What follows belongs to an exercise in optimizing a design on an open flow for small area, a short achievable clock period and few clock cycles per item; a production flow would make more cautious choices. Power and IR drop assume default switching activity.

==> 06-06 <==
// top_n_min_heap_tracker_top
module top_n_min_heap_tracker_top #(
  parameter int unsigned TOP_COUNT = 32
) (
  input  logic        clk,
  input  logic        rst_n,
  input  logic        in_valid,
  output logic        in_ready,
  input  logic [31:0] in_sample_value,
  input  logic [63:0] in_sample_time,
  output logic        out_valid,
  input  logic        out_ready,
  output logic        out_accepted,
  output logic [31:0] out_evicted_value,
  output logic [63:0] out_evicted_time,
  output logic [31:0] out_min_value,
  output logic [63:0] out_min_time
);
make LEC_CHECK=0 ABC_CLOCK_PERIOD_IN_PS=3000 CAP_MARGIN=20 CORE_MARGIN=2 CORE_UTILIZATION=40 SETUP_SLACK_MARGIN=5 SLEW_MARGIN=20 finish   # period 11.0 ns
run.sh (not shown) runs the stock make flow with config.mk's settings and CLKGATE_MAP_FILE= SYNTH_SCRIPT=/design/flow/synth_recipe.tcl, a recipe that flattens the netlist after the stock synthesis.
==> 01-08 (differences from 06-06) <==
--- a/flow/design.v
+++ b/flow/design.v
@@ -70,89 +70,113 @@
   logic         o_v;
   logic         acc_q;
   logic [W-1:0] ev_q;
   logic [4:1]     tv;
   logic [4*4-1:0] tp;
   logic [4*W-1:0] ts;
   logic [4*W-1:0] tsib;
+  logic [3*W-1:0] tl;
+  logic [3*W-1:0] tr;
+  logic [3:1]     tsp;
   logic [4:1]     ntv;
   logic [4*4-1:0] ntp;
   logic [4*W-1:0] nts;
   logic [4*W-1:0] ntsib;
+  logic [3*W-1:0] ntl;
+  logic [3*W-1:0] ntr;
+  logic [3:1]     ntsp;
+  logic [4*W-1:0] lx;
+  logic [4:1]     lselw;
   logic fire;
   logic [W-1:0] root, r_l, r_r, r_c, r_o;
   logic         acc, r_sw;
+  logic         acc_lt, acc_eq, r_lt, r_eq;
   assign root = nq[0 +: W];
   assign r_l  = nq[1*W +: W] & {W{nv[2]}};
   assign r_r  = nq[2*W +: W] & {W{nv[3]}};
   assign r_c  = sel[1] ? r_r : r_l;
   assign r_o  = sel[1] ? r_l : r_r;
-  logic acc_lt, acc_eq, r_lt, r_eq;
   tnmh_cell #(.N(W-TW)) u_acc (.a(h_q[W-1:TW]), .b(root[W-1:TW]), .lt(acc_lt), .eq(acc_eq));
   tnmh_cell #(.N(W-TW)) u_rsw (.a(h_q[W-1:TW]), .b(r_c[W-1:TW]), .lt(r_lt), .eq(r_eq));
   assign acc  = !acc_lt;
   assign r_sw = acc && !r_lt;
   assign fire = h_v && (!o_v || out_ready) && (!acc || !tv[1]);
   assign nwe[1]        = fire && acc;
   assign nwd[0 +: W]   = r_sw ? r_c : h_q;
   assign ntv[1]        = fire && r_sw;
   assign ntp[0 +: 4]   = {3'b000, sel[1]};
   assign nts[0 +: W]   = h_q;
   assign ntsib[0 +: W] = r_o;
+  for (genvar m = 1; m <= 3; m++) begin : g_pf
+    localparam int unsigned B = 1 << m;
+    logic [m-1:0] pm;
+    logic [m:0]   fp;
+    logic         fv;
+    logic [W-1:0] rl, rr;
+    logic         rs;
+    assign pm = ntp[(m-1)*4 +: m];
+    assign fp = tp[m*4 +: m+1];
+    assign fv = tv[m+1];
+    always_comb begin
+      rl = '0;
+      rr = '0;
+      rs = 1'b0;
+      for (int j = 0; j < B; j++) begin
+        rl = rl | ({W{(pm == j) && nv[2*B + 2*j]}} & nq[(2*B + 2*j - 1)*W +: W]);
+        rr = rr | ({W{(pm == j) && nv[2*B + 2*j + 1]}} & nq[(2*B + 2*j)*W +: W]);
+        rs = rs | ((pm == j) && sel[B + j]);
+      end
+    end
+    assign ntl[(m-1)*W +: W] = (fv && fp == {pm, 1'b0}) ? lx[m*W +: W] : rl;
+    assign ntr[(m-1)*W +: W] = (fv && fp == {pm, 1'b1}) ? lx[m*W +: W] : rr;
+    assign ntsp[m]           = (fv && fp[m:1] == pm) ? lselw[m+1] : rs;
+  end
   for (genvar k = 1; k <= 3; k++) begin : g_lvl
     localparam int unsigned B = 1 << k;
     logic [k-1:0] pos;
     logic [W-1:0] s, sib, cl, cr, c, o, x;
     logic         sp, sw, left, sel_c, sel_s;
     logic         sw_lt, sw_eq, c_lt, c_eq, s_lt, s_eq;
     assign pos  = tp[(k-1)*4 +: k];
     assign left = !pos[0];
-    assign s = ts[(k-1)*W +: W];
-    if (k == 1) begin : g_s1
-      assign sib = pos[0] ? (nq[1*W +: W] & {W{nv[2]}}) : (nq[2*W +: W] & {W{nv[3]}});
-    end else begin : g_sk
-      assign sib = tsib[(k-1)*W +: W];
-    end
-    always_comb begin
-      cl = '0;
-      cr = '0;
-      sp = 1'b0;
-      for (int j = 0; j < B; j++) begin
-        cl = cl | ({W{(pos == j) && nv[2*B + 2*j]}} & nq[(2*B + 2*j - 1)*W +: W]);
-        cr = cr | ({W{(pos == j) && nv[2*B + 2*j + 1]}} & nq[(2*B + 2*j)*W +: W]);
-        sp = sp | ((pos == j) && sel[B + j]);
-      end
-    end
-    assign c  = sp ? cr : cl;
-    assign o  = sp ? cl : cr;
+    assign s    = ts[(k-1)*W +: W];
+    assign sib  = tsib[(k-1)*W +: W];
+    assign cl   = tl[(k-1)*W +: W];
+    assign cr   = tr[(k-1)*W +: W];
+    assign sp   = tsp[k];
+    assign c    = sp ? cr : cl;
+    assign o    = sp ? cl : cr;
     tnmh_cell #(.N(W-TW)) u_sw (.a(s[W-1:TW]), .b(c[W-1:TW]), .lt(sw_lt), .eq(sw_eq));
     assign sw = !sw_lt;
     assign x  = sw ? c : s;
     tnmh_cell #(.N(W)) u_c (.a({c[W-1:TW], ~c[TW-1:0]}), .b({sib[W-1:TW], ~sib[TW-1:0]}),
                             .lt(c_lt), .eq(c_eq));
     tnmh_cell #(.N(W)) u_s (.a({s[W-1:TW], ~s[TW-1:0]}), .b({sib[W-1:TW], ~sib[TW-1:0]}),
                             .lt(s_lt), .eq(s_eq));
     assign sel_c = left ? !c_lt : (c_lt || c_eq);
     assign sel_s = left ? !s_lt : (s_lt || s_eq);
+    assign lx[(k-1)*W +: W] = x;
+    assign lselw[k]         = sw ? sel_c : sel_s;
     for (genvar j = 0; j < B; j++) begin : g_wr
-      assign nwe[B + j]             = tv[k] && (pos == j);
+      assign nwe[B + j]              = tv[k] && (pos == j);
       assign nwd[(B + j - 1)*W +: W] = x;
     end
-    for (genvar j = 0; j < B/2; j++) begin : g_sel
-      if (k == 1) begin : g_w1
-        assign sel_we[B/2 + j] = tv[k];
-      end else begin : g_wk
+    if (k == 1) begin : g_sel1
+      assign sel_we[1] = tv[1];
+      assign sel_d[1]  = lselw[1];
+    end else begin : g_selk
+      for (genvar j = 0; j < B/2; j++) begin : g_sel
         assign sel_we[B/2 + j] = tv[k] && (pos[k-1:(k>1?1:0)] == j);
+        assign sel_d[B/2 + j]  = lselw[k];
       end
-      assign sel_d[B/2 + j]  = sw ? sel_c : sel_s;
-    end
-    assign ntv[k+1]           = tv[k] && sw;
-    assign ntp[k*4 +: 4]      = 4'({pos, sp});
-    assign nts[k*W +: W]      = s;
-    assign ntsib[k*W +: W]    = o;
+    end
+    assign ntv[k+1]        = tv[k] && sw;
+    assign ntp[k*4 +: 4]   = 4'({pos, sp});
+    assign nts[k*W +: W]   = s;
+    assign ntsib[k*W +: W] = o;
   end
   logic [3:0]   l4_pos;
   logic [W-1:0] l4_s, l4_sib, l4_c, l4_x;
   logic         l4_sw, l4_left, l4_sel_c, l4_sel_s;
   logic         l4_sw_lt, l4_sw_eq, l4_c_lt, l4_c_eq, l4_s_lt, l4_s_eq;
   assign l4_pos   = tp[12 +: 4];
   assign l4_left  = !l4_pos[0];
@@ -164,24 +188,26 @@
   assign l4_x     = l4_sw ? l4_c : l4_s;
   tnmh_cell #(.N(W)) u_c4 (.a({l4_c[W-1:TW], ~l4_c[TW-1:0]}), .b({l4_sib[W-1:TW], ~l4_sib[TW-1:0]}),
                            .lt(l4_c_lt), .eq(l4_c_eq));
   tnmh_cell #(.N(W)) u_s4 (.a({l4_s[W-1:TW], ~l4_s[TW-1:0]}), .b({l4_sib[W-1:TW], ~l4_sib[TW-1:0]}),
                            .lt(l4_s_lt), .eq(l4_s_eq));
   assign l4_sel_c = !l4_c_lt;
   assign l4_sel_s = l4_left ? !l4_s_lt : (l4_s_lt || l4_s_eq);
+  assign lx[3*W +: W] = l4_x;
+  assign lselw[4]     = l4_sw ? l4_sel_c : l4_sel_s;
   for (genvar j = 0; j < 16; j++) begin : g_wr4
     assign nwe[16 + j]              = tv[4] && (l4_pos == j);
     assign nwd[(16 + j - 1)*W +: W] = l4_x;
   end
   for (genvar j = 0; j < 8; j++) begin : g_sel4
     assign sel_we[8 + j] = tv[4] && (l4_pos[3:1] == j);
-    assign sel_d[8 + j]  = l4_sw ? l4_sel_c : l4_sel_s;
-  end
-  assign nwe[32]          = tv[4] && l4_sw;
-  assign nwd[31*W +: W]   = l4_s;
+    assign sel_d[8 + j]  = lselw[4];
+  end
+  assign nwe[32]        = tv[4] && l4_sw;
+  assign nwd[31*W +: W] = l4_s;
   always_ff @(posedge clk) begin
     if (!rst_n) nq[0 +: W] <= '0;
     else if (nwe[1]) nq[0 +: W] <= nwd[0 +: W];
   end
   assign nv[1] = 1'b1;
   for (genvar n = 2; n <= NN; n++) begin : g_node
     always_ff @(posedge clk) begin
@@ -212,17 +238,20 @@
     end
     if (h_load) h_q <= k_v ? k_q : in_b;
     if (take && !h_load) k_q <= in_b;
     if (fire) begin
       acc_q <= acc;
       ev_q  <= acc ? {~root[W-1], root[W-2:0]} : '0;
     end
-    tp    <= ntp;
-    ts    <= nts;
-    tsib  <= ntsib;
+    tp   <= ntp;
+    ts   <= nts;
+    tsib <= ntsib;
+    tl   <= ntl;
+    tr   <= ntr;
+    tsp  <= ntsp;
   end
   assign in_b              = {~in_sample_value[31], in_sample_value[30:0], in_sample_time};
   assign take              = in_valid && !k_v;
   assign h_load            = !h_v || fire;
   assign in_ready          = !k_v;
   assign out_valid         = o_v;
   assign out_accepted      = acc_q;
==> flow/flow/run.sh (new file) <==
#!/bin/bash
set -euo pipefail
MARGIN=${MARGIN:-7}
sed -e "s/SETUP_SLACK_MARGIN=[0-9.-]*/SETUP_SLACK_MARGIN=${MARGIN}/" standard.sh > standard_margin.sh
bash standard_margin.sh > flow.log 2>&1
==> flow/standard.sh (new file) <==
#!/bin/bash
# synth_recipe.tcl (not shown) runs the flow's synth.tcl, then flattens the netlist and writes it again
# the make line also repeats each setting of config.mk as NAME=value (left out here)
make -C /OpenROAD-flow-scripts/flow DESIGN_CONFIG=/design/flow/config.mk WORK_HOME=/design/flow/orfs CLKGATE_MAP_FILE= SYNTH_SCRIPT=/design/flow/synth_recipe.tcl "${@:-finish}"
removed: flow/run.sh
==> comparison table <==
metric	01-08	06-06
Total nets after synthesis	15.00k	13.40k
Fin area	220900 µm²	192500 µm²
Area of the mapped netlist	190700 µm²	169500 µm²
Timing startpoint of the critical path	nv[32]	tp[9]
Multiplexer area fraction after synthesis	5.516%	3.792%
Combinational Power Share	7.5%	11.5%
Amount of wire on met3 after detailed routing	51.46 mm	38.86 mm
Status	finished clean	finished clean
Slew @ Worst Pin	1.193 ns	1.119 ns
Critical Path Most Common Cell	sky130_fd_sc_hd__inv_1	sky130_fd_sc_hd__nor2_1
Final Net Count	15.27k	13.57k
Number of global-route vias before repair	115.8k	100.7k
Worst Reg2Reg Path Length in Cells	14	20
Skew-Pair Late Insertion Delay	1.03 ns	0.98 ns
Filler Cells Inserted	41.52k	37.33k
Final period utilization	36.64%	53.31%
No functional check of the RTL was part of any run of this note.

## what the ideal ports hide
Ports are ideal in the flow. The routed layouts listed here were re-timed in OpenROAD.
Step 1 assumes that a clkbuf_16 drives the clock port and a buf_2 every other input.
Step 2 times the ports against the registers' clock, not the clock port: input delays grow and output delays shrink by t, the midpoint of the rising clock arrivals with the driver on.
Slacks: ideal ports / drivers / drivers and shift; pairs: ideal ports / drivers.
| run | t (ns) | slack for setup (ns) | hold slack, ns | latest minus earliest clock arrival (ns) | worst data-port slew with drivers (ns) |
|---|---|---|---|---|---|
| 06-06 | 1.061 | 5.136 / 5.136 / 5.136 | 0.351 / 0.351 / 0.351 | 0.054 / 0.054 | 0.06 |
| 01-08 | 1.108 | 6.970 / 6.961 / 5.890 | 0.369 / 0.369 / 0.369 | 0.062 / 0.062 | 0.15 |
After both steps setup and hold are still met in every run listed. For 01-08, which loses most, drivers alone change the setup slack by -0.009 ns; drivers and shift together by -1.080 ns.
